What follows belongs to an exercise in optimizing a design on an open flow for small area and a short achievable clock period; a production flow would make more cautious choices. RTL that was checked went through simulation tests only; none was proved equivalent to the original. The RTL of run 2 was laid out without a check of its function. No activity file was given, so power comes from the tool's default toggle rates.

`flow/design.v`:
```
module lifo_sa #(
  parameter int DWIDTH       = 16,
  parameter int AWIDTH       = 8,
  parameter int ALMOST_FULL  = 2,
  parameter int ALMOST_EMPTY = 2,
  parameter int SHOWAHEAD    = 0
) (
  input  logic              clk_i,
  input  logic              srst_i,
  input  logic              wrreq_i,
  input  logic [DWIDTH-1:0] data_i,
  input  logic              rdreq_i,
  output logic [DWIDTH-1:0] q_o,
  output logic              empty_o,
  output logic              almost_empty_o,
  output logic              full_o,
  output logic              almost_full_o,
  output logic [AWIDTH:0]   usedw_o
  ,
  input  logic              clr_err_i,
  output logic              ovf_o,
  output logic              udf_o
);
  localparam int DEPTH = 2**AWIDTH;
  localparam int AW1   = AWIDTH + 1;
  localparam logic [AWIDTH:0]   DEPTH_W = AW1'(DEPTH);
  localparam logic [AWIDTH:0]   AF_LVL  = AW1'(ALMOST_FULL);
  localparam logic [AWIDTH:0]   AE_LVL  = AW1'(ALMOST_EMPTY);
  localparam logic [AWIDTH:0]   ONE_W   = AW1'(1);
  localparam logic [AWIDTH-1:0] ONE_A   = AWIDTH'(1);
  logic [DWIDTH-1:0] mem_q [DEPTH];
  logic [AWIDTH:0]   usedw_q, usedw_d;
  logic [DWIDTH-1:0] q_q, q_d;
  logic              empty_q, almost_empty_q, full_q, almost_full_q;
  logic              push_ok, pop_ok;
  logic [AWIDTH-1:0] wr_addr, top_addr;
  assign push_ok  = wrreq_i & ~full_q;
  assign pop_ok   = rdreq_i & ~empty_q;
  assign wr_addr  = usedw_q[AWIDTH-1:0];
  assign top_addr = wr_addr - ONE_A;
  always_comb begin
    usedw_d = usedw_q;
    if (push_ok && !pop_ok) begin
      usedw_d = usedw_q + ONE_W;
    end else if (pop_ok && !push_ok) begin
      usedw_d = usedw_q - ONE_W;
    end
  end
  always_comb begin
    q_d = q_q;
    if (SHOWAHEAD == 0) begin
      if (push_ok && pop_ok) begin
        q_d = data_i;
      end else if (pop_ok) begin
        q_d = mem_q[top_addr];
      end
    end else begin
      if (push_ok && !pop_ok) begin
        q_d = data_i;
      end else if (pop_ok && !push_ok) begin
        q_d = (usedw_q == ONE_W) ? '0 : mem_q[top_addr - ONE_A];
      end
    end
  end
  always_ff @(posedge clk_i) begin
    if (push_ok && !pop_ok) begin
      mem_q[wr_addr] <= data_i;
    end
  end
  always_ff @(posedge clk_i) begin
    if (srst_i) begin
      usedw_q        <= '0;
      q_q            <= '0;
      empty_q        <= 1'b1;
      almost_empty_q <= 1'b1;
      full_q         <= 1'b0;
      almost_full_q  <= (AF_LVL == '0);
    end else begin
      usedw_q        <= usedw_d;
      q_q            <= q_d;
      empty_q        <= (usedw_d == '0);
      almost_empty_q <= (usedw_d <= AE_LVL);
      full_q         <= (usedw_d == DEPTH_W);
      almost_full_q  <= (usedw_d >= AF_LVL);
    end
  end
  assign q_o            = q_q;
  assign usedw_o        = usedw_q;
  assign empty_o        = empty_q;
  assign almost_empty_o = almost_empty_q;
  assign full_o         = full_q;
  assign almost_full_o  = almost_full_q;
  logic ovf_q, ovf_d, udf_q, udf_d;
  always_comb begin
    ovf_d = ovf_q;
    udf_d = udf_q;
    if (clr_err_i) begin
      ovf_d = 1'b0;
      udf_d = 1'b0;
    end
    if (wrreq_i && full_q && !pop_ok) begin
      ovf_d = 1'b1;
    end
    if (rdreq_i && empty_q) begin
      udf_d = 1'b1;
    end
  end
  always_ff @(posedge clk_i) begin
    if (srst_i) begin
      ovf_q <= 1'b0;
      udf_q <= 1'b0;
    end else begin
      ovf_q <= ovf_d;
      udf_q <= udf_d;
    end
  end
  assign ovf_o = ovf_q;
  assign udf_o = udf_q;
endmodule
```
`flow/run.sh`:
```
#!/bin/bash
# synth_recipe.tcl (not shown) runs the flow's synth.tcl, then flattens the netlist and writes it again
# the make line also repeats each setting of config.mk as NAME=value (left out here)
make -C /OpenROAD-flow-scripts/flow DESIGN_CONFIG=/design/flow/config.mk WORK_HOME=/design/flow/orfs CLKGATE_MAP_FILE= SYNTH_SCRIPT=/design/flow/synth_recipe.tcl finish
```
`flow/config.mk`:
```
export PLATFORM = sky130hd
export DESIGN_NAME = lifo_sa
export DESIGN_NICKNAME = lifo_sa
export VERILOG_FILES = /design/flow/design.v
export SDC_FILE = /design/flow/constraint.sdc
export NUM_CORES = 4
export LEC_CHECK = 0
export CAP_MARGIN = 20
export CORE_MARGIN = 2
export CORE_UTILIZATION = 40
export SLEW_MARGIN = 20
```
`flow/constraint.sdc`:
```
create_clock -name core_clock -period 4.0 [get_ports {clk_i}]
set_input_delay 0.8000 -clock core_clock [delete_from_list [all_inputs] [get_ports {clk_i}]]
set_output_delay 0.8000 -clock core_clock [all_outputs]
set_load 0.01 [all_outputs]
```
==> run_results.csv, run 1 <==
group,metric,value,unit
setup_path,endpoint_kind,"flop",
synthesis,synth_top_area_share,0.779,
global_routing,antenna_found_initial,18,
die,io_pins,52,
synthesis,synth_area,158000,um2
global_routing,grt_pass1_wl,572000,um
detailed_routing,viasPerCell,5.78,
detailed_routing,drt-wirelength-per-cell,31.8,um
timing,fmax,257,MHz
timing,hold_viol,0,
placed_design,numPortBuffers,51,
clocking,cts_root_buf,"clkbuf_16",
timing,min_period,3890,ps
timing,hold_ws,214,ps
placed_design,dp_hpwl,242000,um
detailed_routing,drc,0,
detailed_routing,vias,73775,
synthesis,synth-edff-count,4096,
job,max_cap_viol_count,0,
placed_design,place_congestion,0.851,
status,run_status,"timing/DRC/antenna clean",
clocking,cts-htree-levels,5,
global_routing,grt_pass1_vias,74256,
die,dieWidth,632,um
clocking,clk_pin_slew,70,ps
clocking,ctsHoldBuffers,0,
synthesis,synth_common_cells,"4096 x edfxtp_1, 1278 x mux4_2, 276 x nor2_1",
synthesis,synth_top_area_cell,"edfxtp_1",
timing,finalSetupTns,0,ps
synthesis,synth_seq_cells,4127,
timing,maxSlewViolCount,0,
timing,finClkSkew,82.0,ps
placed_design,placed_cell_area,169000,um2
detailed_routing,drt_first_pass_iters,6,
power,leakage,55.4,nW
timing,setup_slack,114,ps
synthesis,synth_cell_types,46,
clocking,clk_latency,980,ps
clocking,clk_path_buf_depth,4,
setup_path,cp_data_required_time,4830,ps
synthesis,synthArstFlopShare,0,
synthesis,synth.area.top_cells,"edfxtp_1 78%, mux4_2 18%, nor2_1 0.66%, clkbuf_1 0.43%, buf_2 0.43%",
final_layout,nNetsFinal,7228,
global_routing,grtUsageTotal,0.201,
clocking,cts_tree,"done",
final_layout,drive_gt1_frac,0.337,
setup_path,worstPathMaxFanout,57,
synthesis,ys.flop_type,"edfxtp_1",
synthesis,yosys_warnings,1,
timing,max-slew-margin-rel,0.230,
power,p_per_area,681,nW/um2
setup_path,arrival,4720,ps
final_layout,syn2layout_area_growth,15.4,%
setup_path,worstSetupStartpointType,"flop",
worst_hold_path,hold_path.class,"in2reg",
die,initial_core_util,0.402,
setup_path,path_class,"reg2reg",
synthesis,avgSynthCellArea,24.2,um2
synthesis,yosysMostFrequentCell,"edfxtp_1",
global_routing,grt_max_degree,121,
die,coreArea,393000,um2
placed_design,place_ws,160,ps
detailed_routing,wl,406000,um
timing,period_share,0.972,
die,dieArea,400000,um2
global_routing,grt_overflow_total,0,
die,die_y,632,um
synthesis,synth_nets,6542,
power,peakVddDrop,0.578,mV
timing,setup_viol,0,
clocking,cts_buffers,413,
synthesis,yosysSeqAreaShare,0.783,
detailed_routing,dr.first_iter.drc_count,9603,
clocking,cts.sink_count,4127,
timing,worstMarginPinSlew,1150,ps
timing,rsz0062_at_grt,"false",
final_layout,fin_area,182000,um2
die,row_count,230,
synthesis,syn_inst,6517,
detailed_routing,drtAntennaViolNets,0,
==> timing repair <==
action,in CTS,in global routing
setup buffers,0,0
gates resized for setup,0,2
endpoints found under the setup margin,0,2
hold endpoints to repair,0,0
==> power by group <==
part	internal [mW]	switching, mW	leakage [nW]
combinational	16.9	21.9	12.1
clock	21.0	16.2	6.27
sequential	47.8	0.236	37.1
==> cells in the final DEF, fill, tap and decap left out, types with 9 or more instances in the layout <==
cell             Yosys  final
edfxtp_1          4096   4096
mux4_2            1278   1278
buf_4               10    501
clkbuf_16            0    418
nor2_1             276    193
nand2_1            120    119
clkinv_1             0    110
clkbuf_1           182    101
buf_12               0     90
nor2_2               0     82
a22oi_1             81     81
clkinv_2             0     63
clkdlybuf4s50_1      0     35
a21oi_1             33     33
nand3_1             42     31
dfxtp_1             31     30
bufinv_16            0     28
nor3_1              24     24
nand2b_1            19     19
a31oi_1             17     17
o211ai_1            17     17
o21ai_0             17     16
mux2i_1             15     15
buf_8                0     15
a22o_1              14     14
nand3_2              0     11
nor2b_1              9      9
==> kinds of logic after synthesis <==
logic type,after synthesis,share of synthesized area
flip-flops,4127,0.783
multiplexers,1293,0.183
AND/OR/NAND/NOR,506,0.0134
buffers and inverters,378,0.0107
AO/OA/AOI/OAI,193,0.00850
XOR/XNOR,16,0.000888
adder cells (fa/ha/maj),4,0.000317
==> state kept, by name, indices dropped and copies added (netlist names) <==
| name | flops |
|---|---|
| full_q | 1 |
| q_q | 16 |
| ovf_q | 1 |
| almost_empty_q | 1 |
| usedw_q | 9 |
| udf_q | 1 |
| mem_q | 4096 |
| almost_full_q | 1 |
| empty_q | 1 |
==> per-layer routing <==
| layer | global-route usage | share of wire |
|---|---|---|
| met5 | 0 | 0.000067 |
| met1 | 0.283 | 0.40 |
| met2 | 0.322 | 0.48 |
| met3 | 0.0339 | 0.082 |
| met4 | 0.0628 | 0.033 |
==> worst max-delay path, stage by stage (launching register included) <==
cell and delay (ps):
dfxtp_1 470, inv_1 180, ha_4 400, buf_12 190, buf_12 320, buf_4 290
mux4_2 330, mux4_2 550, mux2i_1 290, buf_4 240, o21ai_0 170, nand2_1 140
a31oi_1 80
==> layout make-up <==
class	count	area [um2]
fill	31737	211000
inverter	4	15.0
antenna	7	17.5
multi-input combinational	2012	32900
tap	5220	6530
clock inverter	235	2110
sequential	4127	124000
timing repair buffer	645	6230
clock buffer	518	10800
==> final timing paths <==
kind,cells past startpoint,endpoint,slack [ps],start
hold reg to reg,2,ovf_q$_SDFFE_PP0P_,500,ovf_q$_SDFFE_PP0P_
setup / recovery,12,q_q[15]$_SDFFE_PP0P_,110,usedw_q[1]$_SDFF_PP0_
setup reg to reg,12,q_q[15]$_SDFFE_PP0P_,110,usedw_q[1]$_SDFF_PP0_
hold / removal,1,mem_q[104][7]$_DFFE_PP_,210,data_i[7]
==> stage by stage <==
step	total power, mW	cells	util
floorplan	70.8	6517	-
detailed placement	88.1	12006	0.431
global route	128	12763	0.464
global placement	87.9	12006	0.431
finish	124	12768	0.464
CTS	125	12759	0.464
==> run 2: changes to the inputs <==
--- a/flow/design.v
+++ b/flow/design.v
@@ -5,3 +5,3 @@
   parameter int ALMOST_EMPTY = 2,
-  parameter int SHOWAHEAD    = 0
+  parameter int SHOWAHEAD    = 0    
 ) (
@@ -25,2 +25,3 @@
   localparam int AW1   = AWIDTH + 1;
+  localparam int NWORDS = DEPTH - 1;
   localparam logic [AWIDTH:0]   DEPTH_W = AW1'(DEPTH);
@@ -30,18 +31,19 @@
   localparam logic [AWIDTH-1:0] ONE_A   = AWIDTH'(1);
-  logic [DWIDTH-1:0] mem_q [DEPTH];
+  logic [DWIDTH-1:0] mem_q [NWORDS];
   logic [AWIDTH:0]   usedw_q, usedw_d;
+  logic [AWIDTH-1:0] ptr_q, ptr_d;     
+  logic [DWIDTH-1:0] top_q, top_d;     
   logic [DWIDTH-1:0] q_q, q_d;
   logic              empty_q, almost_empty_q, full_q, almost_full_q;
-  logic              push_ok, pop_ok;
-  logic [AWIDTH-1:0] wr_addr, top_addr;
-  assign push_ok  = wrreq_i & ~full_q;
-  assign pop_ok   = rdreq_i & ~empty_q;
-  assign wr_addr  = usedw_q[AWIDTH-1:0];
-  assign top_addr = wr_addr - ONE_A;
-  always_comb begin
-    usedw_d = usedw_q;
-    if (push_ok && !pop_ok) begin
-      usedw_d = usedw_q + ONE_W;
-    end else if (pop_ok && !push_ok) begin
-      usedw_d = usedw_q - ONE_W;
+  logic              push_ok, pop_ok, push_only, pop_only, push_pop;
+  logic [DWIDTH-1:0] rd_data;
+  assign push_ok   = wrreq_i & ~full_q;
+  assign pop_ok    = rdreq_i & ~empty_q;
+  assign push_only = push_ok & ~pop_ok;
+  assign pop_only  = pop_ok & ~push_ok;
+  assign push_pop  = push_ok & pop_ok;
+  always_ff @(posedge clk_i) begin
+    for (int j = 0; j < NWORDS; j++) begin
+      mem_q[j] <= (mem_q[j] & {DWIDTH{ptr_q != AWIDTH'(j)}})
+                | (top_q    & {DWIDTH{usedw_q[AWIDTH-1:0] == AWIDTH'(j + 1)}});
     end
@@ -49,15 +51,23 @@
   always_comb begin
-    q_d = q_q;
-    if (SHOWAHEAD == 0) begin
-      if (push_ok && pop_ok) begin
-        q_d = data_i;
-      end else if (pop_ok) begin
-        q_d = mem_q[top_addr];
-      end
-    end else begin
-      if (push_ok && !pop_ok) begin
-        q_d = data_i;
-      end else if (pop_ok && !push_ok) begin
-        q_d = (usedw_q == ONE_W) ? '0 : mem_q[top_addr - ONE_A];
-      end
+    rd_data = '0;
+    for (int j = 0; j < NWORDS; j++) begin
+      rd_data = rd_data | (mem_q[j] & {DWIDTH{usedw_q[AWIDTH-1:0] == AWIDTH'(j + 2)}});
+    end
+  end
+  always_comb begin
+    usedw_d = usedw_q;
+    ptr_d   = ptr_q;
+    top_d   = top_q;
+    q_d     = q_q;
+    if (push_only) begin
+      usedw_d = usedw_q + ONE_W;
+      ptr_d   = ptr_q + ONE_A;
+      top_d   = data_i;
+    end else if (pop_only) begin
+      usedw_d = usedw_q - ONE_W;
+      ptr_d   = ptr_q - ONE_A;
+      top_d   = rd_data;
+      q_d     = top_q;
+    end else if (push_pop) begin
+      q_d     = data_i;
     end
@@ -65,5 +75,3 @@
   always_ff @(posedge clk_i) begin
-    if (push_ok && !pop_ok) begin
-      mem_q[wr_addr] <= data_i;
-    end
+    top_q <= top_d;
   end
@@ -72,2 +80,3 @@
       usedw_q        <= '0;
+      ptr_q          <= '1;
       q_q            <= '0;
@@ -79,2 +88,3 @@
       usedw_q        <= usedw_d;
+      ptr_q          <= ptr_d;
       q_q            <= q_d;
--- a/flow/config.mk
+++ b/flow/config.mk
@@ -10,2 +10,3 @@
 export CORE_UTILIZATION = 40
+export SETUP_SLACK_MARGIN = 1.2
 export SLEW_MARGIN = 20
==> run 2 against run 1 <==
  * The run now fails in global routing
  * Synthesized cell count up 110%
  * Synthesized area down 3.6%
==> run_results.csv, run 2 <==
group,metric,value,unit
synthesis,synth_area,152000,um2
synthesis,synth_nets,14029,
synthesis,ys.flop_type,"dfxtp_1",
placed_design,place_congestion,1.22,
global_routing,grtUsageTotal,0.768,
die,initial_core_util,0.402,
placed_design,dpl.cell_count,19835,
clocking,cts_root_buf,"clkbuf_16",
synthesis,synth_cell_types,74,
synthesis,yosysMostFrequentCell,"a22o_1",
synthesis,synthArstFlopShare,0,
synthesis,synth_top_area_share,0.542,
clocking,cts.sink_count,4135,
global_routing,grt_overflow_total,1,
synthesis,yosys_warnings,2,
synthesis,yosysSeqAreaShare,0.545,
synthesis,avgSynthCellArea,10.9,um2
synthesis,synth.area.top_cells,"dfxtp_1 54%, a22o_1 24%, a22oi_1 6.8%, clkbuf_1 3.2%, nand2_1 0.99%",
placed_design,dp_hpwl,1010000,um
clocking,cts-htree-levels,5,
die,die_y,621,um
die,io_pins,52,
clocking,clk_path_buf_depth,4,
synthesis,syn_inst,13996,
status,error,"[ERROR GRT-0232] Routing congestion too high. Check the congestion heatmap in the GUI.",
synthesis,synth_seq_cells,4135,
placed_design,numPortBuffers,51,
clocking,cts_buffers,440,
global_routing,grt_max_degree,136,
status,run_status,"aborted with a tool error",
die,dieWidth,621,um
synthesis,synth_common_cells,"4241 x a22o_1, 4119 x dfxtp_1, 1389 x a22oi_1",
synthesis,synth-edff-count,16,
synthesis,synth_top_area_cell,"dfxtp_1",
die,row_count,226,
status,haltStage,"global routing",
[run 2: changes by cell type after synthesis, sizes merged, moves of 158 or more]
cell / previous run / this run
nand4: 1 / 208
nand2: 120 / 401
edfxtp: 4096 / 16
a22o: 14 / 4241
clkbuf: 184 / 1303
mux4: 1278 / 0
dfxtp: 31 / 4119
and3: 3 / 201
buf: 190 / 348
nand3: 42 / 229
a22oi: 81 / 1389
[run 2: stage by stage]
stage / total power [mW] / setup TNS (ps) / cell area (um2) / setup slack, ps / hold WS, ps
floorplan: 50.4 / 0 / 152000 / 1070 / 434
global placement: 58.8 / -14080 / 178000 / -1600 / 448
detailed placement: 58.8 / -10760 / 179000 / -1190 / 447
CTS: 102 / -664 / 198000 / -286 / 300
[run 2: kinds of logic after synthesis]
logic type / share of synthesized area
flops: 0.545
fa+ha+maj: 0.000986
simple gates: 0.0599
compound gates: 0.346
xor+xnor: 0.000920
mux: 0.00525
buf+inv: 0.0426
[run 2: repair_timing]
| action | CTS |
|---|---|
| endpoints found under the hold margin | 0 |
| endpoints found under the setup margin | 1298 |
| pin swaps | 104 |
| hold buffers | 0 |
| gates resized for setup | 446 |
| gates cloned | 5 |
| setup buffers | 131 |
[run 2: how the worst max path moves through the flow]
stage                     startpoint                  end  slack [ps]  depth (start not counted)
2_1_floorplan  usedw_q[0]$_SDFF_PP0_   top_q[4]$_DFFE_PP_        1070                         11
3_3_place_gp   usedw_q[0]$_SDFF_PP0_  top_q[14]$_DFFE_PP_       -1600                         14
3_5_place_dp   usedw_q[0]$_SDFF_PP0_  top_q[14]$_DFFE_PP_       -1190                         14
4_1_cts        usedw_q[1]$_SDFF_PP0_  top_q[14]$_DFFE_PP_        -290                         14
[run 2: power groups by stage]
stage / Combinational, mW / Clock [mW] / Sequential (mW)
floorplan: 5.76 / 0 / 44.7
global placement: 13.3 / 0 / 45.6
detailed placement: 13.3 / 0 / 45.5
CTS: 13.8 / 44.0 / 44.6
[run 2: routing by layer]
layer | GRT usage | GRT overflow
met1 | 0.790 | 0
met5 | 0.455 | 0
met3 | 0.676 | 1
met2 | 0.867 | 0
met4 | 0.717 | 0

==> re-timing with driven ports <==
No port has a modelled driver above. Below, the same layout with a new extraction and two added sets of constraints.
Step 1 assumes that a clkbuf_16 drives the clock port and a buf_2 every other input.
Step 2, shift: input delay + t, output delay - t, t = (earliest + latest rising clock arrival at the registers) / 2. This alone moves slack from input paths to output paths.
Three values: ideal, step 1, step 2; two values: the first two.
run: run 1
t, ns: 1.040
slack for setup (ns): 0.114 / 0.114 / 0.114
clock arrival spread, ns: 0.087 / 0.087
slew at the worst register clock pin (ns): 0.07 / 0.07
worst data-port slew with drivers (ns): 0.12
After both steps setup and hold are still met in run 1. The setup slack of run 1 moves by 0.000 ns with the drivers and by 0.000 ns with both steps.
